Background: an optimization exercise with open tools, aiming at small area. Do not read the settings as production practice.
Only simulation tests tie the RTL to the original design; equivalence was not proved.
No activity file was given, so power comes from the tool's default toggle rates.

--- flow/design.v ---
package wb_regfile_pkg;
    localparam int          DW_DEFAULT = 32;
    localparam logic [5:0]  OP_RTYPE   = 6'b000000;
    localparam logic [5:0]  OP_JAL     = 6'b000011;
    localparam logic [4:0]  LINK_REG   = 5'd31;
endpackage
module wb_dest_sel
#(
    parameter int DW = wb_regfile_pkg::DW_DEFAULT
) (
    input  logic          i_valid,
    input  logic          i_regwrite,
    input  logic          i_memtoreg,
    input  logic          i_jump,
    input  logic [5:0]    i_opcode,
    input  logic [4:0]    i_rt,
    input  logic [4:0]    i_rd,
    input  logic [DW-1:0] i_result,
    input  logic [DW-1:0] i_read_data,
    output logic [4:0]    o_dest,
    output logic [DW-1:0] o_data,
    output logic          o_we
);
    always_comb begin
        o_dest = i_rt;
        o_data = i_memtoreg ? i_read_data : i_result;
        if (i_opcode == wb_regfile_pkg::OP_RTYPE) begin
            o_dest = i_rd;
        end else if (i_jump && (i_opcode == wb_regfile_pkg::OP_JAL)) begin
            o_dest = wb_regfile_pkg::LINK_REG;
            o_data = i_result;
        end
    end
    assign o_we = i_valid & i_regwrite & (o_dest != 5'd0);
endmodule
module wb_regfile
#(
    parameter int DW   = wb_regfile_pkg::DW_DEFAULT,
    parameter int NREG = 32
) (
    input  logic          clk,
    input  logic          rst,
    input  logic          valid_wb,
    input  logic          RegWriteo_wb,
    input  logic          MemtoRego_wb,
    input  logic          Jumpo_wb,
    input  logic [5:0]    opcodeo_wb,
    input  logic [4:0]    rto_wb,
    input  logic [4:0]    rdo_wb,
    input  logic [DW-1:0] resulto_wb,
    input  logic [DW-1:0] read_datao_wb,
    input  logic [4:0]    rs_addr_id,
    input  logic [4:0]    rt_addr_id,
    output logic [DW-1:0] rs_data_id,
    output logic [DW-1:0] rt_data_id,
    output logic          wb_we,
    output logic [4:0]    wb_dest,
    output logic [DW-1:0] wb_data,
    output logic [31:0]   retired_count
);
    logic [DW-1:0] r_regs [NREG];
    logic          r_wb_we;
    logic [4:0]    r_wb_dest;
    logic [DW-1:0] r_wb_data;
    logic [31:0]   r_retired_count;
    logic [4:0]    w_dest;
    logic [DW-1:0] w_data;
    logic          w_we;
    logic [DW-1:0] w_rs_data;
    logic [DW-1:0] w_rt_data;
    wb_dest_sel #(.DW(DW)) u_dest_sel (
        .i_valid     (valid_wb),
        .i_regwrite  (RegWriteo_wb),
        .i_memtoreg  (MemtoRego_wb),
        .i_jump      (Jumpo_wb),
        .i_opcode    (opcodeo_wb),
        .i_rt        (rto_wb),
        .i_rd        (rdo_wb),
        .i_result    (resulto_wb),
        .i_read_data (read_datao_wb),
        .o_dest      (w_dest),
        .o_data      (w_data),
        .o_we        (w_we)
    );
    always_ff @(posedge clk) begin
        if (rst) begin
            for (int i = 0; i < NREG; i++) r_regs[i] <= '0;
            r_wb_we         <= 1'b0;
            r_wb_dest       <= '0;
            r_wb_data       <= '0;
            r_retired_count <= '0;
        end else begin
            r_wb_we <= w_we;
            if (w_we) begin
                r_regs[w_dest] <= w_data;
                r_wb_dest      <= w_dest;
                r_wb_data      <= w_data;
            end
            if (valid_wb) r_retired_count <= r_retired_count + 32'd1;
        end
    end
    always_comb begin
        w_rs_data = (rs_addr_id == 5'd0) ? '0 : r_regs[rs_addr_id];
        w_rt_data = (rt_addr_id == 5'd0) ? '0 : r_regs[rt_addr_id];
    end
    assign rs_data_id    = w_rs_data;
    assign rt_data_id    = w_rt_data;
    assign wb_we         = r_wb_we;
    assign wb_dest       = r_wb_dest;
    assign wb_data       = r_wb_data;
    assign retired_count = r_retired_count;
endmodule
--- flow/config.mk ---
export PLATFORM = sky130hd
export DESIGN_NAME = wb_regfile
export DESIGN_NICKNAME = wb_regfile
export VERILOG_FILES = /design/flow/design.v
export SDC_FILE = /design/flow/constraint.sdc
export NUM_CORES = 4
export LEC_CHECK = 0
export CAP_MARGIN = 20
export CORE_MARGIN = 2
export CORE_UTILIZATION = 40
export SLEW_MARGIN = 20
--- flow/constraint.sdc ---
create_clock -name core_clock -period 6.0 [get_ports {clk}]
set_input_delay 1.2000 -clock core_clock [delete_from_list [all_inputs] [get_ports {clk}]]
set_output_delay 1.2000 -clock core_clock [all_outputs]
set_load 0.01 [all_outputs]
--- flow/run.sh ---
#!/bin/bash
# synth_recipe.tcl (not shown) runs the flow's synth.tcl, then flattens the netlist and writes it again
# the make line also repeats each setting of config.mk as NAME=value (left out here)
make -C /OpenROAD-flow-scripts/flow DESIGN_CONFIG=/design/flow/config.mk WORK_HOME=/design/flow/orfs CLKGATE_MAP_FILE= SYNTH_SCRIPT=/design/flow/synth_recipe.tcl finish
==> impl_metrics.tcl, run 1 <==
set metrics [dict create \
    p_per_area_mw_per_mm2 288 \
    critPathKind "in2out" \
    grt_usage_pct 27.3 \
    total_power_mw 18.7 \
    cp_slowest_cell "clkdlybuf4s50_1" \
    core_mm2 0.138 \
    finalSetupTns_ns 0 \
    slew_violations 0 \
    crit_top_cell "mux4_2" \
    finalHoldViolCount 0 \
    ctsResizeCount 0 \
    hold_start "r_wb_dest[2]$_SDFFE_PP0P_" \
    startpoint_type "primary input" \
    cts_tree "done" \
    vias 37033 \
    grt_pass1_wl_um 274000 \
    syn_avg_cell_area_um2 14.7 \
    finalSetupViolCount 0 \
    final.setup_skew_ns 0.00994 \
    regArea_mm2 0.0322 \
    critPathMaxFanout 40 \
    ios 230 \
    hold_end "r_wb_dest[2]$_SDFFE_PP0P_" \
    ir_worst_vdd_v 0.000209 \
    maxSlewHeadroom_pct 28.9 \
    mostFrequentLayoutCells "1024 x edfxtp_1, 1023 x nor2_1, 640 x mux4_2" \
    r2r-end "r_retired_count[24]$_SDFFE_PP0P_" \
    die_area_mm2 0.142 \
    drv_cap 0 \
    ys_warn_count 2 \
    drtAntennaViolNets 0 \
    multi_input_comb_area_mm2 0.0221 \
    htreeDepth 3 \
    slowest_delay_ns 0.60 \
    r2r-start "r_retired_count[0]$_SDFFE_PP0P_" \
    start_util_pct 40.4 \
    path_buf_inv 3 \
    hold_buffers 0 \
    dp_hpwl_um 116000 \
    first_iter_violations 4617 \
    arrival_ns 4.04 \
    n_fill_cell 11918 \
    synth.ff_latch_count 1094 \
    cts_sinks 1094 \
    fin_nets 4100 \
    die_h_um 377 \
    drc 0 \
    row_count 136 \
    viasPerCell 6.28 \
    die_w_um 377 \
    cp.required_ns 4.80 \
    synth_edf_count 1024 \
    io_buffers 229 \
    grt_pass1_vias 37372 \
    yosysSeqAreaShare_pct 57.8 \
    clkTransAtPathRegs_ns 0.06 \
    final.period_utilization_pct 87.3 \
    cts_setup_buffers 0 \
    synthesis.area_mm2 0.0556 \
    endpoint_kind "output port" \
    async_flop_share_pct 0 \
    grt_max_degree 82 \
    postSynthCellCount 3782 \
    fin_crit_ns 5.24 \
    post_drt_wl_per_cell_um 32.8 \
    cts_root_buf "clkbuf_16" \
    gp_congestion 0.812 \
    cts_buffers 112 \
    path_cells "buf_8, buf_12, mux4_2, mux4_2, nand2_1, o21ai_0, clkdlybuf4s50_1" \
    clkLatencyLatePin_ns 0.72 \
    rsz0062_at_grt "false" \
    clockBufferDepth 3 \
    grt-ovfl-total 0 \
    firstDrtPassIters 6 \
    drive_gt1_share_pct 26.4 \
    r2r_cells 7 \
    max_freq_mhz 191 \
    worstHoldPathCells 2 \
    p_leak_nw 20.5 \
    routed_wl_um 194000 \
    cp_top_family "buffers and inverters" \
    ys.flop_type "edfxtp_1" \
    hp-class "reg2reg" \
    status "complete, no violations" \
    synthToLayoutAreaGrowth_pct 16.4 \
    r2r_slack_ns 3.63 \
    ys_types 49 \
    tightest_slew_ns 1.06 \
    antenna_found_initial 4 \
    mostFrequentLayoutCell "edfxtp_1" \
]
-- cells by family (layout without fill, tap and decap cells) --
family | after synthesis | count (layout) | share of synthesized area, %
compound gates | 187 | 187 | 2.09
xor+xnor | 29 | 29 | 0.457
fa+ha+maj | 1 | 1 | 0.0225
buf+inv | 423 | 708 | 3.06
flops | 1094 | 1094 | 57.8
mux | 674 | 674 | 26.5
other cells | 1 | 34 | 0.00674
simple gates | 1373 | 1373 | 10.1
-- cells in the mapped netlist, types with 21 or more instances --
library cell  number  area [um2]
xor2_1            21         184
nand3_1           22         110
edfxtp_1        1024       30700
inv_1            102         383
a211oi_1          36         270
a21o_1            33         248
nand2_1          242         908
buf_1             60         225
nor2_1          1023        3840
mux2i_1           34         340
nor2_4            36         405
buf_2             33         165
o21ai_0           66         330
clkbuf_1         222         833
mux4_2           640       14400
dfxtp_1           70        1400
a21oi_1           43         215
-- registers in the layout, summed over array words and instances (netlist names) --
signal           flops
r_wb_data           32
r_retired_count     32
r_wb_dest            5
r_wb_we              1
r_regs            1024
-- metrics by stage --
stage / hold WS, ns / cells / worst slack, ns / cell area, um2 / util (%)
after global placement: 0.439 / 5683 / 0.756 / 61100 / 44.3
after detailed placement: 0.445 / 5683 / 0.703 / 61100 / 44.3
after floorplan: 0.476 / 3813 / 1.42 / 55800 / -
final: 0.457 / 5894 / 0.759 / 64800 / 47.0
after CTS: 0.460 / 5892 / 0.751 / 64800 / 47.0
after global routing: 0.478 / 5892 / 0.640 / 64800 / 47.0
-- tightest hold or removal path: cells and delay by family, from the launching register on --
family                 cells  cell delay (ns)
flip-flops                 1             0.31
AO/OA/AOI/OAI              1             0.05
buffers and inverters      1             0.05
-- layer usage --
layer | vias up | track usage [%] | part of all wire [%]
met3 | 370 | 6.58 | 12
met1 | 19336 | 36.6 | 38
li1 | 14808 | - | -
met4 | 0 | 9.25 | 3.4
met2 | 2519 | 43.5 | 47
met5 | - | 0 | 0
-- report_power, final --
group | switching [mW] | internal [mW] | total [mW]
clock | 3.08 | 4.10 | 7.18
sequential | 0.208 | 8.74 | 8.95
combinational | 1.38 | 1.16 | 2.55
-- cell type report --
class | count | share of cell area (%)
Inverter | 102 | 0.591
Multi-Input combinational cell | 2296 | 34.1
Clock inverter | 61 | 0.937
Antenna cell | 2 | 0.00772
Sequential cell | 1094 | 49.6
Timing Repair Buffer | 397 | 6.51
Tap cell | 1794 | 3.46
Clock buffer | 148 | 4.78
-- how the worst max path moves through the flow --
| stage | start | end | slack [ns] | cells past startpoint |
|---|---|---|---|---|
| after CTS | rt_addr_id[0] | rt_data_id[3] | 0.75 | 7 |
| after global routing | rt_addr_id[0] | rt_data_id[3] | 0.64 | 7 |
| after floorplan | rt_addr_id[0] | rt_data_id[11] | 1.42 | 7 |
| after global placement | opcodeo_wb[5] | r_regs[7][23]$_SDFFCE_PN0P_ | 0.76 | 6 |
| after detailed placement | opcodeo_wb[5] | r_regs[7][15]$_SDFFCE_PN0P_ | 0.70 | 6 |
| final | rt_addr_id[0] | rt_data_id[3] | 0.76 | 7 |
==> inputs of run 2 (changes only) <==
--- a/flow/design.v
+++ b/flow/design.v
@@ -58,7 +58,7 @@
     output logic [DW-1:0] wb_data,
     output logic [31:0]   retired_count
 );
-    logic [DW-1:0] r_regs [NREG];
+    logic [DW-1:0] r_regs [1:NREG-1];
     logic          r_wb_we;
     logic [4:0]    r_wb_dest;
     logic [DW-1:0] r_wb_data;
@@ -66,8 +66,6 @@
     logic [4:0]    w_dest;
     logic [DW-1:0] w_data;
     logic          w_we;
-    logic [DW-1:0] w_rs_data;
-    logic [DW-1:0] w_rt_data;
     wb_dest_sel #(.DW(DW)) u_dest_sel (
         .i_valid     (valid_wb),
         .i_regwrite  (RegWriteo_wb),
@@ -82,31 +80,79 @@
         .o_data      (w_data),
         .o_we        (w_we)
     );
+    logic [DW-1:0] s_data;
+    logic [4:0]    s_dest;
+    logic          s_load;
+    assign s_data = rst ? '0 : w_data;
+    assign s_dest = rst ? '0 : w_dest;
+    assign s_load = rst | w_we;
     always_ff @(posedge clk) begin
-        if (rst) begin
-            for (int i = 0; i < NREG; i++) r_regs[i] <= '0;
-            r_wb_we         <= 1'b0;
-            r_wb_dest       <= '0;
-            r_wb_data       <= '0;
-            r_retired_count <= '0;
-        end else begin
-            r_wb_we <= w_we;
-            if (w_we) begin
-                r_regs[w_dest] <= w_data;
-                r_wb_dest      <= w_dest;
-                r_wb_data      <= w_data;
-            end
-            if (valid_wb) r_retired_count <= r_retired_count + 32'd1;
+        for (int i = 1; i < NREG; i++)
+            if (rst || (w_we && w_dest == i)) r_regs[i] <= s_data;
+        if (s_load) begin
+            r_wb_dest <= s_dest;
+            r_wb_data <= s_data;
+        end
+        r_wb_we <= w_we & ~rst;
+        if (rst) r_retired_count <= '0;
+        else if (valid_wb) r_retired_count <= r_retired_count + 32'd1;
+    end
+    logic [NREG-1:1] w_rs_sel, w_rt_sel;
+    always_comb begin
+        for (int i = 1; i < NREG; i++) begin
+            w_rs_sel[i] = (rs_addr_id == i);
+            w_rt_sel[i] = (rt_addr_id == i);
         end
     end
-    always_comb begin
-        w_rs_data = (rs_addr_id == 5'd0) ? '0 : r_regs[rs_addr_id];
-        w_rt_data = (rt_addr_id == 5'd0) ? '0 : r_regs[rt_addr_id];
+    for (genvar b = 0; b < DW; b++) begin : g_rd
+        logic [NREG-1:1] w_col;
+        for (genvar i = 1; i < NREG; i++) begin : g_col
+            assign w_col[i] = r_regs[i][b];
+        end
+        wbr_rdbit u_rs (.i_sel(w_rs_sel), .i_d(w_col), .o_y(rs_data_id[b]));
+        wbr_rdbit u_rt (.i_sel(w_rt_sel), .i_d(w_col), .o_y(rt_data_id[b]));
     end
-    assign rs_data_id    = w_rs_data;
-    assign rt_data_id    = w_rt_data;
     assign wb_we         = r_wb_we;
     assign wb_dest       = r_wb_dest;
     assign wb_data       = r_wb_data;
     assign retired_count = r_retired_count;
 endmodule
+module wbr_rdbit (
+    input  logic [31:1] i_sel,
+    input  logic [31:1] i_d,
+    output logic        o_y
+);
+    logic [10:0] w_t;
+    for (genvar g = 0; g < 10; g++) begin : g_aoi
+        wbr_aoi222 u_aoi (
+            .a0(i_sel[3*g+1]), .b0(i_d[3*g+1]),
+            .a1(i_sel[3*g+2]), .b1(i_d[3*g+2]),
+            .a2(i_sel[3*g+3]), .b2(i_d[3*g+3]),
+            .y(w_t[g])
+        );
+    end
+    wbr_nand2 u_n31 (.a(i_sel[31]), .b(i_d[31]), .y(w_t[10]));
+    logic [2:0] w_u;
+    wbr_nand4 u_c0 (.a(w_t[0]), .b(w_t[1]), .c(w_t[2]), .d(w_t[3]), .y(w_u[0]));
+    wbr_nand4 u_c1 (.a(w_t[4]), .b(w_t[5]), .c(w_t[6]), .d(w_t[7]), .y(w_u[1]));
+    wbr_nand3 u_c2 (.a(w_t[8]), .b(w_t[9]), .c(w_t[10]), .y(w_u[2]));
+    wbr_or3   u_o  (.a(w_u[0]), .b(w_u[1]), .c(w_u[2]), .y(o_y));
+endmodule
+module wbr_aoi222 (
+    input  logic a0, b0, a1, b1, a2, b2,
+    output logic y
+);
+    assign y = ~((a0 & b0) | (a1 & b1) | (a2 & b2));
+endmodule
+module wbr_nand2 (input logic a, b, output logic y);
+    assign y = ~(a & b);
+endmodule
+module wbr_nand3 (input logic a, b, c, output logic y);
+    assign y = ~(a & b & c);
+endmodule
+module wbr_nand4 (input logic a, b, c, d, output logic y);
+    assign y = ~(a & b & c & d);
+endmodule
+module wbr_or3 (input logic a, b, c, output logic y);
+    assign y = a | b | c;
+endmodule
--- a/flow/config.mk
+++ b/flow/config.mk
@@ -9,3 +9,4 @@
 export CORE_MARGIN = 2
 export CORE_UTILIZATION = 40
 export SLEW_MARGIN = 20
+export SYNTH_HIERARCHICAL = 1
==> impl_metrics.tcl, run 2 <==
set metrics [dict create \
    io_buffers 229 \
    startpoint_type "primary input" \
    instances_no_fill 4362 \
    regArea_mm2 0.0316 \
    clkTransAtPathRegs_ns 0.06 \
    finalSetupTns_ns 0 \
    gp_congestion 0.891 \
    dp_hpwl_um 91500 \
    total_power_mw 17.2 \
    antenna_found_initial 8 \
    hold_buffers 0 \
    cp_slowest_cell "a222oi_1" \
    firstDrtPassIters 11 \
    reg_top3 "r_regs (992), r_retired_count (32), r_wb_data (32)" \
    post_drt_wl_per_cell_um 36.3 \
    cts_setup_buffers 0 \
    n_fill_cell 8666 \
    placed_area_mm2 0.0486 \
    clkLatencyLatePin_ns 0.68 \
    core_mm2 0.105 \
    hold-worst-slack_ns 0.510 \
    ys_types 48 \
    r2r_cells 4 \
    max_freq_mhz 172 \
    grt_max_degree 80 \
    cts_tree "done" \
    viasPerCell 7.28 \
    drtAntennaViolNets 0 \
    cts_sinks 1062 \
    fin_nets 2983 \
    ys.flop_type "edfxtp_1" \
    cts_root_buf "clkbuf_16" \
    hp-class "reg2reg" \
    critPathMaxFanout 32 \
    grt_pass1_wl_um 222000 \
    final_util_pct 49.3 \
    postSynthCellCount 2430 \
    post-route-cell-area_mm2 0.0519 \
    async_flop_share_pct 0 \
    mostFrequentLayoutCells "1029 x edfxtp_1, 641 x a222oi_1, 228 x clkdlybuf4s50_1" \
    finalSetupViolCount 0 \
    p_per_area_mw_per_mm2 331 \
    synthToLayoutAreaGrowth_pct 22.3 \
    drv_cap 0 \
    ys_warn_count 9 \
    maxSlewHeadroom_pct 21.0 \
    arrival_ns 4.62 \
    htreeDepth 3 \
    dp.cells 4166 \
    cts_buffers 109 \
    synth_edf_count 1029 \
    ios 230 \
    ys_top_cells_by_count "1029 x edfxtp_1, 641 x a222oi_1, 138 x nand4_1" \
    finalHoldViolCount 0 \
    final.setup_skew_ns 0.00462 \
    fin_crit_ns 5.82 \
    path_cells "clkdlybuf4s50_1, nand2b_1, nor3_2, buf_12, a222oi_1, nand4_1, or3_1, clkdlybuf4s50_1" \
    row_count 119 \
    rsz0062_at_grt "false" \
    die_w_um 330 \
    grt-ovfl-total 0 \
    mostFrequentLayoutCell "edfxtp_1" \
    yosysSeqAreaShare_pct 74.4 \
    first_iter_violations 7916 \
    clockBufferDepth 3 \
    start_util_pct 40.3 \
    largest_register "r_regs" \
    crit_top_cell "clkdlybuf4s50_1" \
    status "complete, no violations" \
    slowest_delay_ns 0.54 \
    vias 31737 \
    ctsResizeCount 0 \
    drive_gt1_share_pct 15.8 \
    largest_register_ffs 992 \
    final.period_utilization_pct 97.0 \
    die_h_um 330 \
    multi_input_comb_area_mm2 0.0112 \
    hold_start "r_retired_count[20]$_SDFFE_PP0P_" \
    setup_slack_ns 0.178 \
    grt_usage_pct 28.4 \
    ir_worst_vdd_v 0.000222 \
    place_ws_ns 0.184 \
    endpoint_kind "output port" \
    p_leak_nw 16.8 \
    r2r-start "r_retired_count[2]$_SDFFE_PP0P_" \
    synth.ff_latch_count 1062 \
    synth_area_leaders "edfxtp_1 73%, a222oi_1 15%, nand4_1 2.0%" \
    tightest_slew_ns 1.18 \
    cp.required_ns 4.80 \
    synth.most_common_cell "edfxtp_1" \
    drc 0 \
    routed_wl_um 158000 \
    die_area_mm2 0.109 \
    synth_top_area_share_pct 72.8 \
    worstHoldPathCells 2 \
    grt_pass1_vias 31654 \
    startpoint "rs_addr_id[2]" \
    synthesis.area_mm2 0.0424 \
    yosys.area.top_type "edfxtp_1" \
    slew_violations 0 \
    critPathKind "in2out" \
    syn_avg_cell_area_um2 17.5 \
]
[run 2: cell count changes in the layout (fill, tap and decap cells not counted), moves of 34 or more]
cell	delta
or3_1	+68
inv_1	-97
nand2_1	-150
mux4_2	-640
nand3_1	+59
nand4_1	+134
a222oi_1	+641
nor2_1	-997
a211oi_1	-36
nor2_2	+34
dfxtp_1	-37
o21ai_0	-59
[run 2: report_power, final]
| part | internal [mW] | switching [mW] |
|---|---|---|
| clock | 3.52 | 2.81 |
| sequential | 8.91 | 0.334 |
| combinational | 0.583 | 1.01 |
| total | 13.0 | 4.16 |
[run 2: logic make-up after synthesis]
logic type	after synthesis	share of synthesized area (%)
adders and majority gates	1	0.0295
DFF	1062	74.4
xor gates and xnor gates	12	0.248
buffers and inverters	41	0.469
and+or+nand+nor	570	7.38
AOI/OAI and AO/OA	702	16.1
muxes	42	1.37
[run 2: path summary, 6_finish.rpt]
check                                endpoint  slack (ns)
max                             rs_data_id[5]        0.18
min          r_retired_count[20]$_SDFFE_PP0P_        0.51
max reg2reg  r_retired_count[27]$_SDFFE_PP0P_        3.75
min reg2reg  r_retired_count[20]$_SDFFE_PP0P_        0.51
[run 2: layer usage]
layer  GRT usage [%]  vias up  part of all wire, %
met3            8.47      505                   15
met5           0.174        -                0.035
met2            43.2     3015                   44
met1            37.0    15649                   35
li1                -    12556                    -
met4            14.3       12                  5.3
[run 2: modules after synthesis, one instance, submodules excluded, a selection]
module / times used / area, um2
wb_regfile: 1 / 33600
wbr_aoi222: 640 / 10.0
wbr_nand2: 64 / 3.75
wbr_nand3: 64 / 5.00
wbr_nand4: 128 / 6.26
wbr_or3: 64 / 6.26
[run 2: final cells by class]
cell class / count / share of cell area (%)
Tap cell: 1391 / 3.36
Timing Repair Buffer: 381 / 7.94
Inverter: 5 / 0.0362
Sequential cell: 1062 / 60.8
Antenna cell: 1 / 0.00482
Clock inverter: 59 / 0.791
Multi-Input combinational cell: 1327 / 21.5
Clock buffer: 136 / 5.49
[run 2: worst max-delay path: cells and delay by family]
family	cells	cell delay, ns
AND/OR/NAND/NOR	4	1.55
AO/OA/AOI/OAI	1	0.54
buffers and inverters	3	1.28
==> inputs of run 3 (changes only) <==
==> flow/flow/run.sh (new file) <==
#!/bin/bash
set -euo pipefail
CTS="-sink_clustering_enable -repair_clock_nets -dont_use_dummy_load -buf_list {sky130_fd_sc_hd__clkbuf_4 sky130_fd_sc_hd__clkbuf_8}"
bash standard.sh \
  "BUFFER_PORTS_ARGS=-buffer_cell sky130_fd_sc_hd__buf_1" \
  "CTS_ARGS=$CTS" \
  finish > flow_make.log 2>&1
==> flow/standard.sh (new file) <==
#!/bin/bash
# synth_recipe.tcl (not shown) runs the flow's synth.tcl, then flattens the netlist and writes it again
# the make line also repeats each setting of config.mk as NAME=value (left out here)
make -C /OpenROAD-flow-scripts/flow DESIGN_CONFIG=/design/flow/config.mk WORK_HOME=/design/flow/orfs CLKGATE_MAP_FILE= SYNTH_SCRIPT=/design/flow/synth_recipe.tcl "${@:-finish}"
--- a/flow/config.mk
+++ b/flow/config.mk
@@ -7,6 +7,6 @@
 export LEC_CHECK = 0
 export CAP_MARGIN = 20
 export CORE_MARGIN = 2
-export CORE_UTILIZATION = 40
+export CORE_UTILIZATION = 55
 export SLEW_MARGIN = 20
 export SYNTH_HIERARCHICAL = 1
removed: flow/run.sh
==> impl_metrics.tcl, run 3 <==
set metrics [dict create \
    status "complete, no violations" \
    finalHoldViolCount 0 \
    rsz0062_at_grt "false" \
    ys_warn_count 9 \
    antenna_found_initial 1 \
    grt_pass1_vias 30926 \
    post-route-cell-area_mm2 0.0489 \
    finalSetupTns_ns 0 \
    hold-worst-slack_ns 0.533 \
    synth_area_leaders "edfxtp_1 73%, a222oi_1 15%, nand4_1 2.0%" \
    clockBufferDepth 3 \
    final.period_utilization_pct 88.5 \
    grt-ovfl-total 0 \
    endpoint_kind "output port" \
    p_leak_nw 15.8 \
    drc 0 \
    r2r-start "r_retired_count[2]$_SDFFE_PP0P_" \
    ir_worst_vdd_v 0.000181 \
    yosys.area_share.xor_xnor_pct 0.248 \
    path_cells "buf_1, nand2b_1, nor3_2, buf_4, a222oi_1, nand4_1, or3_1, buf_1" \
    place_ws_ns 0.624 \
    tightest_slew_ns 1.12 \
    start_util_pct 55.7 \
    cp.required_ns 4.80 \
    ios 230 \
    ys_top_cells_by_count "1029 x edfxtp_1, 641 x a222oi_1, 138 x nand4_1" \
    fin_crit_ns 5.31 \
    mostFrequentLayoutCells "1029 x edfxtp_1, 641 x a222oi_1, 228 x buf_1" \
    dp_hpwl_um 90000 \
    cts_root_buf "clkbuf_8" \
    synth-compound-area-share_pct 16.1 \
    drv_cap 0 \
    synth_top_family_by_area "compound AO/OA/AOI/OAI gates" \
    hold_start "r_retired_count[20]$_SDFFE_PP0P_" \
    path_buf_inv 3 \
    final.setup_skew_ns 0.0158 \
    worstHoldPathCells 2 \
    synth.most_common_cell "edfxtp_1" \
    synthesis.area_mm2 0.0424 \
    r2r-end "r_retired_count[25]$_SDFFE_PP0P_" \
    crit_top_cell "buf_1" \
    largest_register_ffs 992 \
    p_per_area_mw_per_mm2 319 \
    io_buffers 229 \
    vias 31537 \
    path_depth 8 \
    cts_setup_buffers 0 \
    core_mm2 0.0762 \
    r2r_cells 4 \
    ctsResizeCount 0 \
    viasPerCell 7.95 \
    routed_wl_um 153000 \
    grt_pass1_wl_um 213000 \
    gp_congestion 1.01 \
    die_area_mm2 0.0794 \
    largest_register "r_regs" \
    mostFrequentLayoutCell "edfxtp_1" \
    row_count 101 \
    cp_slowest_cell "or3_1" \
    slowest_delay_ns 0.60 \
    critPathKind "in2out" \
    startpoint_type "primary input" \
    clkTransAtPathRegs_ns 0.06 \
    cts_sinks 1062 \
    maxSlewHeadroom_pct 24.8 \
    muxShareOfSynthArea_pct 1.37 \
    synth_top_area_share_pct 72.8 \
    critPathMaxFanout 32 \
    reg_top3 "r_regs (992), r_retired_count (32), r_wb_data (32)" \
    async_flop_share_pct 0 \
    fin_nets 3029 \
    cp_top_family "simple AND/OR/NAND/NOR gates" \
    yosys.area.top_type "edfxtp_1" \
    clkLatencyLatePin_ns 0.81 \
    hold_end "r_retired_count[20]$_SDFFE_PP0P_" \
    yosysSeqAreaShare_pct 74.4 \
    placed_area_mm2 0.0464 \
    htreeDepth 4 \
    synth.ff_latch_count 1062 \
    firstDrtPassIters 14 \
    synthToLayoutAreaGrowth_pct 15.3 \
    cts_tree "done" \
    first_iter_violations 7874 \
    hp-class "reg2reg" \
    ys.flop_type "edfxtp_1" \
    slew_violations 0 \
    finalSetupViolCount 0 \
    grt_usage_pct 38.1 \
    synth_edf_count 1029 \
    drive_gt1_share_pct 16.6 \
    postSynthCellCount 2430 \
    cts_buffers 169 \
    yosys.area_share.simple_pct 7.38 \
    setup_slack_ns 0.693 \
    ys_types 48 \
    grt_max_degree 58 \
    die_h_um 282 \
    syn_avg_cell_area_um2 17.5 \
    hold_buffers 0 \
    r2r_slack_ns 3.74 \
    die_w_um 282 \
    synthAdderAreaFrac_pct 0.0295 \
    max_freq_mhz 188 \
    post_drt_wl_per_cell_um 38.6 \
    drtAntennaViolNets 0 \
    arrival_ns 4.11 \
]
run 3: cell counts after synthesis:
No cell type changed its count.
run 3: worst max path at each step:
stage | startpoint | to | slack, ns
6_report | rt_addr_id[2] | rt_data_id[29] | 0.69
5_1_grt | rs_addr_id[2] | rs_data_id[29] | 0.71
4_1_cts | rt_addr_id[4] | rt_data_id[12] | 0.77
3_5_place_dp | opcodeo_wb[3] | r_regs[16][1]$_DFFE_PP_ | 0.62
3_3_place_gp | opcodeo_wb[3] | r_regs[16][4]$_DFFE_PP_ | 0.77
2_1_floorplan | rs_addr_id[4] | rs_data_id[0] | 0.94
run 3: cell families (layout without fill, tap and decap cells):
| family | after synthesis | in the layout |
|---|---|---|
| AOI/OAI and AO/OA | 702 | 702 |
| and+or+nand+nor | 570 | 570 |
| muxes | 42 | 42 |
| xor gates and xnor gates | 12 | 12 |
| adders and majority gates | 1 | 1 |
| buffers and inverters | 41 | 541 |
| DFF | 1062 | 1062 |
| other | 0 | 6 |
run 3: modules after synthesis, one instance, submodules excluded, a selection:
module	flops+latches	area, um2	times used	cells inside
wbr_nand2	0	3.75	64	1
wbr_nand4	0	6.26	128	1
wbr_nand3	0	5.00	64	1
wbr_or3	0	6.26	64	1
wb_regfile	1062	33600	1	1411
wbr_aoi222	0	10.0	640	1
run 3: worst reg2reg max path: cells and delay by family (launching register included):
kind	cells	cell delay, ns
mux	1	0.37
simple gates	3	1.35
flops	1	0.41
run 3: routing by layer:
layer  routed length [um]  GRT usage (%)  vias up
li1                     -              -    12543
met1                51500           49.8    15365
met2                68600           57.5     3132
met3                23700           10.9      497
met4                 9270           22.1        0
met5                    0              0        -
run 3: metrics by stage:
step           power, mW  utilization (%)  std cells
3_5_place_dp        10.7             60.9       3785
4_1_cts             15.6             64.0       3954
5_1_grt             16.1             64.2       3961
6_report            15.6             64.2       3966
3_3_place_gp        10.6             60.5       3772
2_1_floorplan       9.91                -       2430
run 3: power breakdown:
| group | switching, mW | leakage, nW | internal [mW] |
|---|---|---|---|
| registers | 0.331 | 10.2 | 8.92 |
| clock network | 2.52 | 1.22 | 2.47 |
| logic | 1.01 | 4.35 | 0.382 |
run 3: final cells by class:
type / instances / area (um2)
multi-input combinational: 1327 / 11400
clock buffer: 169 / 2330
timing repair buffer: 367 / 2340
fill: 5495 / 27300
tap: 1030 / 1290
antenna: 6 / 15.0
sequential: 1062 / 31600
inverter: 5 / 18.8
==> inputs of run 4 (changes only) <==
--- a/flow/design.v
+++ b/flow/design.v
@@ -64,46 +64,46 @@
     logic [DW-1:0] r_wb_data;
     logic [31:0]   r_retired_count;
     logic [4:0]    w_dest;
-    logic [DW-1:0] w_data;
     logic          w_we;
-    wb_dest_sel #(.DW(DW)) u_dest_sel (
-        .i_valid     (valid_wb),
-        .i_regwrite  (RegWriteo_wb),
-        .i_memtoreg  (MemtoRego_wb),
-        .i_jump      (Jumpo_wb),
-        .i_opcode    (opcodeo_wb),
-        .i_rt        (rto_wb),
-        .i_rd        (rdo_wb),
-        .i_result    (resulto_wb),
-        .i_read_data (read_datao_wb),
-        .o_dest      (w_dest),
-        .o_data      (w_data),
-        .o_we        (w_we)
-    );
+    always_comb begin
+        w_dest = rto_wb;
+        if (opcodeo_wb == wb_regfile_pkg::OP_RTYPE) w_dest = rdo_wb;
+        else if (Jumpo_wb && (opcodeo_wb == wb_regfile_pkg::OP_JAL)) w_dest = wb_regfile_pkg::LINK_REG;
+    end
+    assign w_we = valid_wb & RegWriteo_wb & (w_dest != 5'd0);
+    logic          w_jal, w_rtype, w_take_mem, w_sel_mem, w_sel_res, w_vw;
     logic [DW-1:0] s_data;
     logic [4:0]    s_dest;
     logic          s_load;
-    assign s_data = rst ? '0 : w_data;
-    assign s_dest = rst ? '0 : w_dest;
-    assign s_load = rst | w_we;
+    logic [NREG-1:1] w_wsel;
+    logic [31:0]   w_cnt_d;
+    assign w_rtype    = (opcodeo_wb == wb_regfile_pkg::OP_RTYPE);
+    assign w_jal      = ~w_rtype & Jumpo_wb & (opcodeo_wb == wb_regfile_pkg::OP_JAL);
+    assign w_take_mem = MemtoRego_wb & ~w_jal;
+    assign w_sel_mem  = ~rst & w_take_mem;
+    assign w_sel_res  = ~rst & ~w_take_mem;
+    for (genvar b = 0; b < DW; b++) begin : g_wd
+        wbr_ao22 u_mux (.a0(w_sel_mem), .b0(read_datao_wb[b]), .a1(w_sel_res), .b1(resulto_wb[b]),
+                        .y(s_data[b]));
+    end
+    assign s_dest     = rst ? '0 : w_dest;
+    assign s_load     = rst | w_we;
+    assign w_vw       = valid_wb & RegWriteo_wb;
+    wbr_wdec u_wdec (.i_a(w_dest), .i_en(w_vw), .i_rst(rst), .o_y(w_wsel));
+    wbr_counter u_cnt (.i_q(r_retired_count), .i_inc(valid_wb), .i_rst(rst), .o_d(w_cnt_d));
     always_ff @(posedge clk) begin
         for (int i = 1; i < NREG; i++)
-            if (rst || (w_we && w_dest == i)) r_regs[i] <= s_data;
+            if (w_wsel[i]) r_regs[i] <= s_data;
         if (s_load) begin
             r_wb_dest <= s_dest;
             r_wb_data <= s_data;
         end
-        r_wb_we <= w_we & ~rst;
-        if (rst) r_retired_count <= '0;
-        else if (valid_wb) r_retired_count <= r_retired_count + 32'd1;
+        r_wb_we         <= w_we & ~rst;
+        r_retired_count <= w_cnt_d;
     end
     logic [NREG-1:1] w_rs_sel, w_rt_sel;
-    always_comb begin
-        for (int i = 1; i < NREG; i++) begin
-            w_rs_sel[i] = (rs_addr_id == i);
-            w_rt_sel[i] = (rt_addr_id == i);
-        end
-    end
+    wbr_dec5 u_rs_dec (.i_a(rs_addr_id), .o_y(w_rs_sel));
+    wbr_dec5 u_rt_dec (.i_a(rt_addr_id), .o_y(w_rt_sel));
     for (genvar b = 0; b < DW; b++) begin : g_rd
         logic [NREG-1:1] w_col;
         for (genvar i = 1; i < NREG; i++) begin : g_col
@@ -156,3 +156,88 @@
 module wbr_or3 (input logic a, b, c, output logic y);
     assign y = a | b | c;
 endmodule
+module wbr_dec5 (
+    input  logic [4:0]  i_a,
+    output logic [31:1] o_y
+);
+    logic [4:0] w_n;
+    logic [3:0] w_lo_n;
+    logic [7:0] w_hi_n;
+    for (genvar k = 0; k < 5; k++) begin : g_inv
+        wbr_inv u_inv (.a(i_a[k]), .y(w_n[k]));
+    end
+    for (genvar j = 0; j < 4; j++) begin : g_lo
+        wbr_nand2 u_p (.a(j[0] ? i_a[0] : w_n[0]), .b(j[1] ? i_a[1] : w_n[1]), .y(w_lo_n[j]));
+    end
+    for (genvar k = 0; k < 8; k++) begin : g_hi
+        wbr_nand3 u_p (.a(k[0] ? i_a[2] : w_n[2]), .b(k[1] ? i_a[3] : w_n[3]),
+                       .c(k[2] ? i_a[4] : w_n[4]), .y(w_hi_n[k]));
+    end
+    for (genvar i = 1; i < 32; i++) begin : g_out
+        wbr_nor2 u_o (.a(w_lo_n[i % 4]), .b(w_hi_n[i / 4]), .y(o_y[i]));
+    end
+endmodule
+module wbr_wdec (
+    input  logic [4:0]  i_a,
+    input  logic        i_en,
+    input  logic        i_rst,
+    output logic [31:1] o_y
+);
+    logic [4:0] w_n;
+    logic [3:0] w_lo_n;
+    logic [7:0] w_hi_n;
+    for (genvar k = 0; k < 5; k++) begin : g_inv
+        wbr_inv u_inv (.a(i_a[k]), .y(w_n[k]));
+    end
+    for (genvar j = 0; j < 4; j++) begin : g_lo
+        wbr_aoi31 u_p (.a0(i_en), .a1(j[0] ? i_a[0] : w_n[0]), .a2(j[1] ? i_a[1] : w_n[1]),
+                       .b(i_rst), .y(w_lo_n[j]));
+    end
+    for (genvar k = 0; k < 8; k++) begin : g_hi
+        wbr_aoi31 u_p (.a0(k[0] ? i_a[2] : w_n[2]), .a1(k[1] ? i_a[3] : w_n[3]),
+                       .a2(k[2] ? i_a[4] : w_n[4]), .b(i_rst), .y(w_hi_n[k]));
+    end
+    for (genvar i = 1; i < 32; i++) begin : g_out
+        wbr_nor2 u_o (.a(w_lo_n[i % 4]), .b(w_hi_n[i / 4]), .y(o_y[i]));
+    end
+endmodule
+module wbr_counter (
+    input  logic [31:0] i_q,
+    input  logic        i_inc,
+    input  logic        i_rst,
+    output logic [31:0] o_d
+);
+    logic [3:0]  w_all;
+    logic [4:0]  w_pre;
+    logic [32:0] w_c;
+    for (genvar k = 0; k < 4; k++) begin : g_blk
+        assign w_all[k] = &i_q[8*k +: 8];
+    end
+    assign w_pre[0] = 1'b1;
+    for (genvar k = 0; k < 4; k++) begin : g_pre
+        assign w_pre[k+1] = w_pre[k] & w_all[k];
+    end
+    for (genvar i = 0; i < 32; i++) begin : g_bit
+        logic w_ci;
+        if (i % 8 == 0) begin : g_first
+            assign w_ci = i_inc & w_pre[i/8];
+        end else begin : g_rest
+            assign w_ci = w_c[i];
+        end
+        assign o_d[i]   = ~i_rst & (i_q[i] ^ w_ci);
+        assign w_c[i+1] = i_q[i] & w_ci;
+    end
+    assign w_c[0] = 1'b0;
+endmodule
+module wbr_inv (input logic a, output logic y);
+    assign y = ~a;
+endmodule
+module wbr_nor2 (input logic a, b, output logic y);
+    assign y = ~(a | b);
+endmodule
+module wbr_aoi31 (input logic a0, a1, a2, b, output logic y);
+    assign y = ~((a0 & a1 & a2) | b);
+endmodule
+module wbr_ao22 (input logic a0, b0, a1, b1, output logic y);
+    assign y = (a0 & b0) | (a1 & b1);
+endmodule
==> flow/flow/run.sh (replaced) <==
#!/bin/bash
set -euo pipefail
CTS="-sink_clustering_enable -repair_clock_nets -dont_use_dummy_load -buf_list {sky130_fd_sc_hd__clkbuf_8} -sink_clustering_size 18 -sink_clustering_max_diameter 60"
bash standard.sh \
  "BUFFER_PORTS_ARGS=-buffer_cell sky130_fd_sc_hd__buf_1" \
  "CTS_ARGS=$CTS" \
  RECOVER_POWER=100 \
  finish > flow_make.log 2>&1
--- a/flow/config.mk
+++ b/flow/config.mk
@@ -7,6 +7,6 @@
 export LEC_CHECK = 0
 export CAP_MARGIN = 20
 export CORE_MARGIN = 2
-export CORE_UTILIZATION = 55
+export CORE_UTILIZATION = 45
 export SLEW_MARGIN = 20
 export SYNTH_HIERARCHICAL = 1
==> impl_metrics.tcl, run 4 <==
set metrics [dict create \
    die_w_um 308 \
    core_mm2 0.0915 \
    startpoint_type "primary input" \
    firstDrtPassIters 17 \
    cts_sinks 1062 \
    async_flop_share_pct 0 \
    worstHoldPathCells 2 \
    vias 31082 \
    synth.most_common_cell "edfxtp_1" \
    synthesis.area_mm2 0.0415 \
    postSynthCellCount 2326 \
    hold_buffers 0 \
    synth.ff_latch_count 1062 \
    largest_register_ffs 992 \
    drive_gt1_share_pct 10.8 \
    routed_wl_um 161000 \
    hold_end "r_retired_count[31]$_DFF_P_" \
    ys_warn_count 8 \
    htreeDepth 3 \
    r2r-start "r_retired_count[3]$_DFF_P_" \
    syn_avg_cell_area_um2 17.9 \
    largest_register "r_regs" \
    grt_pass1_wl_um 220000 \
    mostFrequentLayoutCell "edfxtp_1" \
    first_iter_violations 7923 \
    reg_top3 "r_regs (992), r_retired_count (32), r_wb_data (32)" \
    fin_nets 2883 \
    start_util_pct 45.4 \
    hold_start "r_retired_count[31]$_DFF_P_" \
    synth_top_area_share_pct 74.4 \
    hp-class "reg2reg" \
    gp_congestion 0.940 \
    synth_edf_count 1029 \
    ctsResizeCount 0 \
    clkLatencyLatePin_ns 0.72 \
    fin_crit_ns 5.69 \
    power.clock.fraction_pct 24.1 \
    row_count 111 \
    post-route-cell-area_mm2 0.0469 \
    drc 0 \
    r2r_slack_ns 3.46 \
    rsz0062_at_grt "false" \
    post_drt_wl_per_cell_um 40.9 \
    grt_pass1_vias 30253 \
    tightest_slew_ns 2.89 \
    endpoint_kind "output port" \
    cts_tree "done" \
    cts_buffers 84 \
    cts_root_buf "clkbuf_8" \
    final.period_utilization_pct 94.9 \
    clkTransAtPathRegs_ns 0.11 \
    placed_area_mm2 0.0457 \
    p_leak_nw 14.1 \
    grt_max_degree 33 \
    grt_usage_pct 33.0 \
    arrival_ns 4.49 \
    yosysSeqAreaShare_pct 76.0 \
    drtAntennaViolNets 0 \
    die_h_um 308 \
    maxSlewHeadroom_pct -92.6 \
    finalHoldViolCount 0 \
    critPathKind "in2out" \
    finalSetupTns_ns 0 \
    max_freq_mhz 176 \
    critPathMaxFanout 22 \
    viasPerCell 7.87 \
    synthToLayoutAreaGrowth_pct 12.9 \
    dp_hpwl_um 97200 \
    r2r_cells 12 \
    io_buffers 229 \
    ys.flop_type "edfxtp_1" \
    mostFrequentLayoutCells "1029 x edfxtp_1, 640 x a222oi_1, 228 x buf_1" \
    p_sw_mw 3.75 \
    antenna_found_initial 10 \
    ir_worst_vdd_v 0.000173 \
    cts_setup_buffers 0 \
    p_per_area_mw_per_mm2 307 \
    yosys.area.top_type "edfxtp_1" \
    die_area_mm2 0.0948 \
    final.setup_skew_ns 0.0429 \
    r2r-end "r_retired_count[31]$_DFF_P_" \
    grt-ovfl-total 0 \
    sequentialPowerShare_pct 65.3 \
    so.violations "max-capacitance violations, max-slew violations" \
    finalSetupViolCount 0 \
    intPower_mw 10.6 \
    switching_share_pct 26.1 \
    ios 230 \
    ys_top_cells_by_count "1029 x edfxtp_1, 640 x a222oi_1, 133 x nand4_1" \
    drv_cap 26 \
    synth_area_leaders "edfxtp_1 74%, a222oi_1 15%, nand4_1 2.0%" \
    ys_types 33 \
    clockBufferDepth 3 \
    startpoint "rt_addr_id[0]" \
    p_comb_share_pct 10.5 \
    slew_violations 662 \
    cp.required_ns 4.80 \
    status "failed layout checks" \
]
run 4: cell types whose count changed in the layout (fill, tap and decap cells not counted), sizes merged, moves of 11 or more:
cell	change
o21bai	-17
nor2b	-19
a22o	+32
buf	-50
nand2	-14
nor3	-13
ha	+27
clkbuf	-49
inv	+11
mux2	-40
a31oi	+12
nor2	+37
run 4: area by class of cell:
cell class	instances	area, um2
Antenna cell	7	17.5
Clock buffer	84	1160
Fill cell	7411	44600
Inverter	16	60.1
Multi-Input combinational cell	1242	10600
Sequential cell	1062	31600
Tap cell	1186	1480
Timing Repair Buffer	353	2020
run 4: worst max path at each step:
stage | slack, ns | end | cells after the start
CTS | 0.75 | rt_data_id[30] | 8
global placement | 0.80 | rt_data_id[30] | 8
floorplan | 1.26 | r_wb_data[0]$_DFFE_PP_ | 5
global route | 0.36 | r_regs[16][18]$_DFFE_PP_ | 7
detailed placement | 0.75 | rt_data_id[30] | 8
finish | 0.31 | rt_data_id[14] | 9
run 4: power by group through the flow:
stage / clock network (mW) / logic (mW) / registers [mW]
global route: 3.75 / 1.55 / 9.47
CTS: 3.51 / 1.50 / 9.37
global placement: 0 / 1.47 / 9.48
detailed placement: 0 / 1.49 / 9.54
floorplan: 0 / 0.656 / 9.45
finish: 3.48 / 1.52 / 9.41
run 4: worst max-delay path: stages:
cell and delay [ns]:
buf_1 0.11, inv_1 0.08, nand2_1 0.41, nor2_2 1.46, buf_4 0.43, a222oi_1 0.11
nand4_1 0.32, or3_1 0.19, buf_1 0.15
run 4: per-layer routing:
layer | wire length (um) | vias up | part of all wire, % | global-route usage (%)
met5 | 41 | - | 0.025 | 0
met4 | 9880 | 6 | 6.1 | 17.9
met3 | 26300 | 585 | 16 | 10.8
met2 | 71100 | 3098 | 44 | 50.0
met1 | 54100 | 15366 | 34 | 42.2
li1 | - | 12027 | - | -
run 4: per-stage QoR:
stage | setup slack (ns) | hold WS (ns) | cells | total power [mW] | util [%]
2_1_floorplan | 1.26 | 0.538 | 2326 | 10.1 | -
3_3_place_gp | 0.802 | 0.492 | 3848 | 11.0 | 49.9
3_5_place_dp | 0.753 | 0.529 | 3851 | 11.0 | 50.0
4_1_cts | 0.753 | 0.551 | 3935 | 14.4 | 51.2
5_1_grt | 0.358 | 0.571 | 3945 | 14.8 | 51.2
6_report | 0.306 | 0.547 | 3950 | 14.4 | 51.2
run 4: cells by family (layout without fill, tap and decap cells):
| group | Yosys count | count (layout) | synth area share [%] |
|---|---|---|---|
| adder cells (fa/ha/maj) | 28 | 28 | 0.843 |
| XOR/XNOR | 4 | 4 | 0.0843 |
| buffers and inverters | 22 | 453 | 0.211 |
| flip-flops | 1062 | 1062 | 76.0 |
| AND/OR/NAND/NOR | 516 | 516 | 6.44 |
| AO/OA/AOI/OAI | 694 | 694 | 16.4 |
| other | 0 | 7 | 0 |
run 4: per-module statistics from Yosys (local to each module, per instance), a selection:
module,area (um2),copies in the design,cells inside,flops+latches
wbr_nand4,6.26,128,1,0
wbr_inv,3.75,15,1,0
wbr_ao22,8.76,32,1,0
wbr_counter,667,1,80,0
wbr_nand2,3.75,72,1,0
wb_regfile,31800,1,1110,1062
wbr_nand3,5.00,80,1,0
wbr_aoi222,10.0,640,1,0
wbr_or3,6.26,64,1,0
wbr_nor2,3.75,93,1,0
wbr_aoi31,6.26,12,1,0
==> inputs of run 5 (changes only) <==
--- a/flow/flow/run.sh
+++ b/flow/flow/run.sh
@@ -4,5 +4,4 @@
 bash standard.sh \
   "BUFFER_PORTS_ARGS=-buffer_cell sky130_fd_sc_hd__buf_1" \
   "CTS_ARGS=$CTS" \
-  RECOVER_POWER=100 \
   finish > flow_make.log 2>&1
==> impl_metrics.tcl, run 5 <==
set metrics [dict create \
    status "complete, no violations" \
    critPathKind "in2out" \
    vias 31109 \
    cp.required_ns 4.80 \
    drv_cap 0 \
    final.setup_skew_ns 0.0348 \
    p_per_area_mw_per_mm2 306 \
    hold-worst-slack_ns 0.548 \
    grt_usage_pct 33.0 \
    largest_register_ffs 992 \
    grt-ovfl-total 0 \
    synthesis.area_mm2 0.0415 \
    grt_pass1_vias 30253 \
    synth_top_area_share_pct 74.4 \
    startpoint_type "primary input" \
    critPathMaxFanout 22 \
    ctsResizeCount 0 \
    yosysSeqAreaShare_pct 76.0 \
    syn_avg_cell_area_um2 17.9 \
    gp_congestion 0.940 \
    synth.most_common_cell "edfxtp_1" \
    clkLatencyLatePin_ns 0.71 \
    clkTransAtPathRegs_ns 0.11 \
    finalHoldViolCount 0 \
    final_util_pct 51.5 \
    cts_sinks 1062 \
    grt_max_degree 33 \
    cts_setup_buffers 0 \
    row_count 111 \
    firstDrtPassIters 13 \
    async_flop_share_pct 0 \
    p_leak_nw 14.2 \
    dp_hpwl_um 97200 \
    r2r_cells 12 \
    die_w_um 308 \
    fin_nets 2883 \
    synth.ff_latch_count 1062 \
    hp-class "reg2reg" \
    largest_register "r_regs" \
    die_area_mm2 0.0948 \
    cts_buffers 84 \
    total_power_mw 14.4 \
    ys_top_cells_by_count "1029 x edfxtp_1, 640 x a222oi_1, 133 x nand4_1" \
    finalSetupViolCount 0 \
    worstHoldPathCells 2 \
    max_freq_mhz 187 \
    setup_slack_ns 0.665 \
    dp.cells 3851 \
    mostFrequentLayoutCell "edfxtp_1" \
    cts_root_buf "clkbuf_8" \
    ir_worst_vdd_v 0.000176 \
    ys_types 33 \
    place_ws_ns 0.753 \
    hold_buffers 0 \
    antenna_found_initial 10 \
    tightest_slew_ns 1.21 \
    grt_pass1_wl_um 220000 \
    first_iter_violations 8261 \
    fin_crit_ns 5.33 \
    post-route-cell-area_mm2 0.0471 \
    drtAntennaViolNets 0 \
    cts_tree "done" \
    core_mm2 0.0915 \
    io_buffers 229 \
    ys_warn_count 8 \
    n_fill_cell 7365 \
    drc 0 \
    clockBufferDepth 3 \
    mostFrequentLayoutCells "1029 x edfxtp_1, 640 x a222oi_1, 228 x buf_1" \
    reg_top3 "r_regs (992), r_retired_count (32), r_wb_data (32)" \
    maxSlewHeadroom_pct 19.5 \
    rsz0062_at_grt "false" \
    endpoint_kind "output port" \
    postSynthCellCount 2326 \
    finalSetupTns_ns 0 \
    ios 230 \
    arrival_ns 4.13 \
    post_drt_wl_per_cell_um 40.8 \
    slew_violations 0 \
    synth_area_leaders "edfxtp_1 74%, a222oi_1 15%, nand4_1 2.0%" \
    htreeDepth 3 \
    synthToLayoutAreaGrowth_pct 13.4 \
    viasPerCell 7.87 \
    drive_gt1_share_pct 12.1 \
    ys.flop_type "edfxtp_1" \
    die_h_um 308 \
    start_util_pct 45.4 \
    routed_wl_um 161000 \
    placed_area_mm2 0.0457 \
    instances_no_fill 3951 \
    yosys.area.top_type "edfxtp_1" \
    synth_edf_count 1029 \
    final.period_utilization_pct 88.9 \
]
[run 5: cell counts after synthesis]
No cell type changed its count.
[run 5: critical path, stage by stage]
cell and delay [ns]:
buf_1 0.16, inv_1 0.08, nand2_1 0.57, nor2_4 0.27, buf_16 0.25, a222oi_1 0.50
nand4_1 0.38, or3_1 0.52, buf_1 0.17
[run 5: worst paths after layout]
check	start	endpoint	slack, ns
min	r_retired_count[31]$_DFF_P_	r_retired_count[31]$_DFF_P_	0.55
min reg2reg	r_retired_count[31]$_DFF_P_	r_retired_count[31]$_DFF_P_	0.55
max reg2reg	r_retired_count[2]$_DFF_P_	r_retired_count[23]$_DFF_P_	3.51
max	rt_addr_id[0]	rt_data_id[4]	0.67
[run 5: cells by family after synthesis]
group,after synthesis,synth area share (%)
buf+inv,22,0.211
flops,1062,76.0
compound gates,694,16.4
xor+xnor,4,0.0843
simple gates,516,6.44
fa+ha+maj,28,0.843
[run 5: final cells by class]
cell class	instances	area, um2	share of cell area, %
clock buffers	84	1160	2.46
flip-flops and latches	1062	31600	67.0
well taps	1186	1480	3.15
multi-input cells	1242	10700	22.7
diodes	8	20.0	0.0425
repair buffers	353	2120	4.51
inverters	16	60.1	0.128
[run 5: layer usage]
layer / vias up / track usage, % / wire [um]
li1: 12033 / - / -
met1: 15466 / 42.2 / 53800
met2: 3037 / 50.0 / 71000
met3: 567 / 10.8 / 26300
met4: 6 / 17.9 / 10000
met5: - / 0 / 42
[run 5: power by group]
part           internal [mW]  switching (mW)
logic                  0.375            1.16
registers               9.02           0.369
clock network           1.25            2.22
[run 5: modules after synthesis (local to each module, per instance), a selection]
module	flip-flops and latches	cells	copies in the design	area, um2
wbr_nand3	0	1	80	5.00
wbr_counter	0	80	1	667
wbr_inv	0	1	15	3.75
wbr_nand2	0	1	72	3.75
wbr_nor2	0	1	93	3.75
wbr_ao22	0	1	32	8.76
wbr_nand4	0	1	128	6.26
wbr_or3	0	1	64	6.26
==> inputs of run 6 (changes only) <==
--- a/flow/flow/run.sh
+++ b/flow/flow/run.sh
@@ -4,4 +4,5 @@
 bash standard.sh \
   "BUFFER_PORTS_ARGS=-buffer_cell sky130_fd_sc_hd__buf_1" \
   "CTS_ARGS=$CTS" \
+  RECOVER_POWER=100 \
   finish > flow_make.log 2>&1
--- a/flow/config.mk
+++ b/flow/config.mk
@@ -5,8 +5,8 @@
 export SDC_FILE = /design/flow/constraint.sdc
 export NUM_CORES = 4
 export LEC_CHECK = 0
-export CAP_MARGIN = 20
+export CAP_MARGIN = 5
 export CORE_MARGIN = 2
 export CORE_UTILIZATION = 45
-export SLEW_MARGIN = 20
+export SLEW_MARGIN = 5
 export SYNTH_HIERARCHICAL = 1
==> impl_metrics.tcl, run 6 <==
set metrics [dict create \
    status "failed layout checks" \
    so.violations "max-capacitance violations, max-slew violations" \
    largest_register "r_regs" \
    grt_max_degree 33 \
    synth_edf_count 1029 \
    place_ws_ns 0.766 \
    synthToLayoutAreaGrowth_pct 12.2 \
    post_drt_wl_per_cell_um 41.0 \
    postSynthCellCount 2326 \
    hold_end "r_retired_count[31]$_DFF_P_" \
    r2r_slack_ns 3.43 \
    cts_setup_buffers 0 \
    mostFrequentLayoutCells "1029 x edfxtp_1, 640 x a222oi_1, 228 x buf_1" \
    syn_avg_cell_area_um2 17.9 \
    maxSlewHeadroom_pct -113 \
    synth.ff_latch_count 1062 \
    critPathKind "in2out" \
    slew_violations 979 \
    reg_top3 "r_regs (992), r_retired_count (32), r_wb_data (32)" \
    p_per_area_mw_per_mm2 309 \
    hp-class "reg2reg" \
    hold_start "r_retired_count[31]$_DFF_P_" \
    max_freq_mhz 173 \
    ctsResizeCount 0 \
    r2r_cells 12 \
    die_w_um 308 \
    startpoint_type "primary input" \
    final.setup_skew_ns 0.0348 \
    cp_slowest_cell "nor2_2" \
    dp_hpwl_um 96400 \
    cp.required_ns 4.80 \
    final.period_utilization_pct 96.3 \
    firstDrtPassIters 13 \
    synthesis.area_mm2 0.0415 \
    critPathMaxFanout 22 \
    async_flop_share_pct 0 \
    antenna_found_initial 15 \
    cts_tree "done" \
    grt_pass1_wl_um 220000 \
    gp_congestion 0.940 \
    worstHoldPathCells 2 \
    endpoint_kind "output port" \
    finalHoldViolCount 0 \
    row_count 111 \
    clkTransAtPathRegs_ns 0.08 \
    htreeDepth 3 \
    finalSetupViolCount 0 \
    path_cells "buf_1, inv_1, nand2_1, nor2_2, buf_4, a222oi_1, nand4_1, or3_1, buf_1" \
    first_iter_violations 8156 \
    vias 31225 \
    finalSetupTns_ns 0 \
    rsz0062_at_grt "false" \
    n_fill_cell 7430 \
    multi_input_comb_area_mm2 0.0106 \
    crit_top_cell "buf_1" \
    fin_nets 2870 \
    drive_gt1_share_pct 9.95 \
    cts_sinks 1062 \
    grt-ovfl-total 0 \
    clkLatencyLatePin_ns 0.71 \
    largest_register_ffs 992 \
    arrival_ns 4.58 \
    grt_usage_pct 33.0 \
    hold_buffers 0 \
    ios 230 \
    die_area_mm2 0.0948 \
    io_buffers 229 \
    yosys.area.top_type "edfxtp_1" \
    cts_root_buf "clkbuf_8" \
    core_mm2 0.0915 \
    synth_area_leaders "edfxtp_1 74%, a222oi_1 15%, nand4_1 2.0%" \
    mostFrequentLayoutCell "edfxtp_1" \
    ys_types 33 \
    p_leak_nw 14.0 \
    ys_warn_count 8 \
    cts_buffers 82 \
    ys_top_cells_by_count "1029 x edfxtp_1, 640 x a222oi_1, 133 x nand4_1" \
    total_power_mw 14.4 \
    synth.most_common_cell "edfxtp_1" \
    drv_cap 34 \
    die_h_um 308 \
    fin_crit_ns 5.78 \
    regArea_mm2 0.0316 \
    drc 0 \
    clockBufferDepth 3 \
    tightest_slew_ns 3.20 \
    slowest_delay_ns 1.55 \
    grt_pass1_vias 30257 \
    r2r-end "r_retired_count[31]$_DFF_P_" \
    routed_wl_um 161000 \
    ys.flop_type "edfxtp_1" \
    r2r-start "r_retired_count[2]$_DFF_P_" \
    setup_slack_ns 0.220 \
    yosysSeqAreaShare_pct 76.0 \
    ir_worst_vdd_v 0.000186 \
    start_util_pct 45.4 \
    viasPerCell 7.94 \
    synth_top_area_share_pct 74.4 \
    drtAntennaViolNets 0 \
]
## run 6: per-module statistics from Yosys, one instance, submodules excluded, excerpt
module       flops+latches  cells  times used  area (um2)
wb_regfile            1062   1110           1       31800
wbr_counter              0     80           1         667
wbr_aoi222               0      1         640        10.0
wbr_ao22                 0      1          32        8.76
wbr_aoi31                0      1          12        6.26
wbr_nand4                0      1         128        6.26
wbr_or3                  0      1          64        6.26
wbr_nand3                0      1          80        5.00
wbr_inv                  0      1          15        3.75
wbr_nand2                0      1          72        3.75
wbr_nor2                 0      1          93        3.75
## run 6: layout make-up
class	count	area share [%]
clock buffer	82	2.42
sequential	1062	67.7
tap	1186	3.19
timing repair buffer	342	3.77
multi-input combinational	1242	22.7
inverter	16	0.129
antenna	3	0.0161
## run 6: kinds of logic after synthesis
kind of cell	after synthesis	share of synthesized area [%]
XOR/XNOR	4	0.0843
AO/OA/AOI/OAI	694	16.4
AND/OR/NAND/NOR	516	6.44
flip-flops	1062	76.0
adder cells (fa/ha/maj)	28	0.843
buffers and inverters	22	0.211
## run 6: critical path: cells and delay by family
| kind | cells | cell delay [ns] |
|---|---|---|
| buf+inv | 4 | 0.77 |
| compound gates | 1 | 0.17 |
| simple gates | 4 | 2.41 |
## run 6: stage by stage
step	instance area, um2	std cells	utilization [%]	hold WS [ns]
after floorplan	41500	2326	-	0.538
after global placement	45700	3848	49.9	0.492
after detailed placement	45700	3848	49.9	0.517
after CTS	46800	3930	51.1	0.538
after global routing	46600	3931	50.9	0.580
final	46600	3933	50.9	0.547
## run 6: worst max path at each step
stage,start,to,slack [ns],depth (start not counted)
2_1_floorplan,opcodeo_wb[5],r_wb_data[0]$_DFFE_PP_,1.26,5
3_5_place_dp,rt_addr_id[1],rt_data_id[30],0.77,8
3_3_place_gp,rt_addr_id[1],rt_data_id[30],0.80,8
5_1_grt,opcodeo_wb[5],r_regs[1][14]$_DFFE_PP_,0.33,7
4_1_cts,rt_addr_id[1],rt_data_id[30],0.73,8
6_report,rs_addr_id[0],rs_data_id[0],0.22,9
## run 6: metal layers
metal / wire (um) / vias to the layer above / track usage [%]
li1: - / 12000 / -
met1: 54200 / 15551 / 42.0
met2: 71400 / 3081 / 50.0
met3: 25800 / 577 / 11.4
met4: 9750 / 16 / 17.5
met5: 101 / - / 0
## run 6: report_power, final
| group | leakage [nW] | switching (mW) | total (mW) | internal [mW] |
|---|---|---|---|---|
| Sequential | 9.43 | 0.370 | 9.41 | 9.04 |
| Combinational | 3.98 | 1.16 | 1.51 | 0.350 |
| Clock | 0.590 | 2.24 | 3.46 | 1.22 |
==> inputs of run 7 (changes only) <==
--- a/flow/flow/run.sh
+++ b/flow/flow/run.sh
@@ -4,5 +4,4 @@
 bash standard.sh \
   "BUFFER_PORTS_ARGS=-buffer_cell sky130_fd_sc_hd__buf_1" \
   "CTS_ARGS=$CTS" \
-  RECOVER_POWER=100 \
   finish > flow_make.log 2>&1
==> flow/config.mk (replaced) <==
export PLATFORM = sky130hd
export DESIGN_NAME = wb_regfile
export DESIGN_NICKNAME = wb_regfile
export VERILOG_FILES = /design/flow/design.v
export SDC_FILE = /design/flow/constraint.sdc
export NUM_CORES = 4
export LEC_CHECK = 0
export CAP_MARGIN = 20
export CORE_MARGIN = 2
export CORE_UTILIZATION = 52
export PLACE_DENSITY = 0.7
export SLEW_MARGIN = 20
export SYNTH_HIERARCHICAL = 1
==> impl_metrics.tcl, run 7 <==
set metrics [dict create \
    mostFrequentLayoutCells "1029 x edfxtp_1, 640 x a222oi_1, 228 x buf_1" \
    synth_edf_count 1029 \
    finalSetupTns_ns 0 \
    core_mm2 0.0790 \
    row_count 103 \
    p_per_area_mw_per_mm2 309 \
    final.setup_skew_ns 0.0385 \
    grt-ovfl-total 0 \
    worstHoldPathCells 2 \
    rsz0062_at_grt "false" \
    tightest_slew_ns 1.13 \
    finalSetupViolCount 0 \
    final_util_pct 58.7 \
    die_h_um 287 \
    yosys.area.top_type "edfxtp_1" \
    dp_hpwl_um 85000 \
    largest_register_ffs 992 \
    vias 30606 \
    fin_crit_ns 5.22 \
    max_freq_mhz 192 \
    cts_tree "done" \
    total_power_mw 14.3 \
    post_drt_wl_per_cell_um 37.9 \
    arrival_ns 4.02 \
    postSynthCellCount 2326 \
    n_fill_cell 5874 \
    status "complete, no violations" \
    cts_setup_buffers 0 \
    viasPerCell 8.01 \
    synth_top_area_share_pct 74.4 \
    yosysSeqAreaShare_pct 76.0 \
    clockBufferDepth 3 \
    place_ws_ns 0.927 \
    drtAntennaViolNets 0 \
    first_iter_violations 7562 \
    grt_usage_pct 34.6 \
    maxSlewHeadroom_pct 24.3 \
    gp_congestion 0.960 \
    die_area_mm2 0.0822 \
    grt_pass1_vias 29882 \
    antenna_found_initial 4 \
    ys_top_cells_by_count "1029 x edfxtp_1, 640 x a222oi_1, 133 x nand4_1" \
    clkTransAtPathRegs_ns 0.11 \
    grt_pass1_wl_um 205000 \
    ctsResizeCount 0 \
    setup_slack_ns 0.780 \
    routed_wl_um 145000 \
    grt_max_degree 36 \
    ys_types 33 \
    r2r_cells 12 \
    ys.flop_type "edfxtp_1" \
    drive_gt1_share_pct 12.0 \
    critPathKind "in2out" \
    finalHoldViolCount 0 \
    synthToLayoutAreaGrowth_pct 11.6 \
    die_w_um 287 \
    ir_worst_vdd_v 0.000205 \
    startpoint_type "primary input" \
    io_buffers 229 \
    synthesis.area_mm2 0.0415 \
    largest_register "r_regs" \
    hold_buffers 0 \
    mostFrequentLayoutCell "edfxtp_1" \
    htreeDepth 3 \
    syn_avg_cell_area_um2 17.9 \
    critPathMaxFanout 18 \
    cts_sinks 1062 \
    async_flop_share_pct 0 \
    fin_nets 2891 \
    drc 0 \
    ios 230 \
    drv_cap 0 \
    synth_area_leaders "edfxtp_1 74%, a222oi_1 15%, nand4_1 2.0%" \
    final.period_utilization_pct 87.0 \
    endpoint_kind "output port" \
    cts_root_buf "clkbuf_8" \
    reg_top3 "r_regs (992), r_retired_count (32), r_wb_data (32)" \
    cp.required_ns 4.80 \
    start_util_pct 52.6 \
    cts_buffers 81 \
    p_leak_nw 14.2 \
    synth.ff_latch_count 1062 \
    firstDrtPassIters 14 \
    ys_warn_count 8 \
    synth.most_common_cell "edfxtp_1" \
    slew_violations 0 \
    hp-class "reg2reg" \
    clkLatencyLatePin_ns 0.72 \
]
[run 7: cell counts after synthesis]
No cell type changed its count.
[run 7: cell families (layout without fill, tap and decap cells)]
family | after synthesis | in the layout | share of synthesized area [%]
AND/OR/NAND/NOR | 516 | 516 | 6.44
AO/OA/AOI/OAI | 694 | 694 | 16.4
flip-flops | 1062 | 1062 | 76.0
XOR/XNOR | 4 | 4 | 0.0843
buffers and inverters | 22 | 461 | 0.211
other | 0 | 5 | 0
adder cells (fa/ha/maj) | 28 | 28 | 0.843
[run 7: power by group]
part	switching (mW)	total, mW	leakage (nW)	internal, mW
registers	0.371	9.39	9.43	9.02
logic	1.14	1.51	4.15	0.375
clock network	2.20	3.41	0.582	1.21
total	3.70	14.3	14.2	10.6
[run 7: worst max-delay path: stages]
cell and delay [ns]:
buf_1 0.14, inv_1 0.14, nand3_1 0.26, nor2_2 0.95, buf_4 0.44, a222oi_1 0.16, nand4_1 0.19, or3_1 0.30
buf_1 0.20
[run 7: modules after synthesis (local to each module, per instance), excerpt]
module | cells | flip-flops and latches | cell area, um2
wbr_ao22 | 1 | 0 | 8.76
wb_regfile | 1110 | 1062 | 31800
wbr_counter | 80 | 0 | 667
wbr_nand3 | 1 | 0 | 5.00
wbr_inv | 1 | 0 | 3.75
wbr_nor2 | 1 | 0 | 3.75
wbr_aoi31 | 1 | 0 | 6.26
wbr_aoi222 | 1 | 0 | 10.0
wbr_nand4 | 1 | 0 | 6.26
wbr_nand2 | 1 | 0 | 3.75
[run 7: metal layers]
layer / vias to the layer above / share of wire (%) / GRT usage [%] / wire length [um]
li1: 12026 / - / - / -
met1: 14876 / 33 / 45.4 / 47600
met2: 3101 / 44 / 52.1 / 64000
met3: 599 / 16 / 9.45 / 23400
met4: 4 / 6.9 / 20.0 / 9970
met5: - / 0.015 / 0 / 22
[run 7: metrics by stage]
| step | instance area [um2] | cells | hold WS [ns] |
|---|---|---|---|
| final | 46300 | 3820 | 0.555 |
| after global routing | 46300 | 3816 | 0.576 |
| after CTS | 46300 | 3815 | 0.554 |
| after detailed placement | 45200 | 3734 | 0.519 |
| after global placement | 45200 | 3734 | 0.504 |
| after floorplan | 41500 | 2326 | 0.538 |
[run 7: worst paths after layout]
path,from,end,slack [ns]
max reg2reg,r_retired_count[20]$_DFF_P_,r_retired_count[31]$_DFF_P_,3.53
max,rs_addr_id[4],rs_data_id[8],0.78
min reg2reg,r_retired_count[31]$_DFF_P_,r_retired_count[31]$_DFF_P_,0.56
min,r_retired_count[31]$_DFF_P_,r_retired_count[31]$_DFF_P_,0.56
[run 7: layout make-up]
type                    count  area [um2]  share of cell area [%]
clock buffers              81        1110                    2.41
repair buffers            364        1920                    4.15
diodes                      5        12.5                  0.0270
well taps                1050        1310                    2.84
inverters                  16        60.1                   0.130
flip-flops and latches   1062       31600                    68.1
multi-input cells        1242       10400                    22.3

-- afterwards: timing with drivers on the ports --
The flow's constraints put no driver on any port. The routed layouts listed below were extracted and timed again, unchanged, in two steps.
Step 1 sets driving cells, clkbuf_16 on the clock port and buf_2 on the other inputs (assumed; they add their load-dependent delay and slew).
Step 2 also shifts input and output timing later by t, the mid clock arrival at the registers, as if the neighbouring blocks saw the same clock.
Three values: no drivers, after step 1, after step 2; two values: the first two.
run | shift t [ns] | setup WS [ns] | worst setup path after step 2
run 1 | 0.789 | 0.759 / 0.695 / 0.695 | input to output
run 2 | 0.760 | 0.178 / 0.150 / 0.150 | input to output
run 3 | 0.863 | 0.693 / 0.655 / 0.406 | input to register
run 4 | 0.768 | 0.306 / 0.285 / -0.275 | input to register
run 5 | 0.767 | 0.665 / 0.642 / 0.642 | input to output
run 6 | 0.771 | 0.220 / 0.192 / -0.404 | input to register
run 7 | 0.767 | 0.780 / 0.753 / 0.753 | input to output
The setup slack of run 6, which loses most, moves by -0.028 ns with the drivers and by -0.624 ns with both steps.
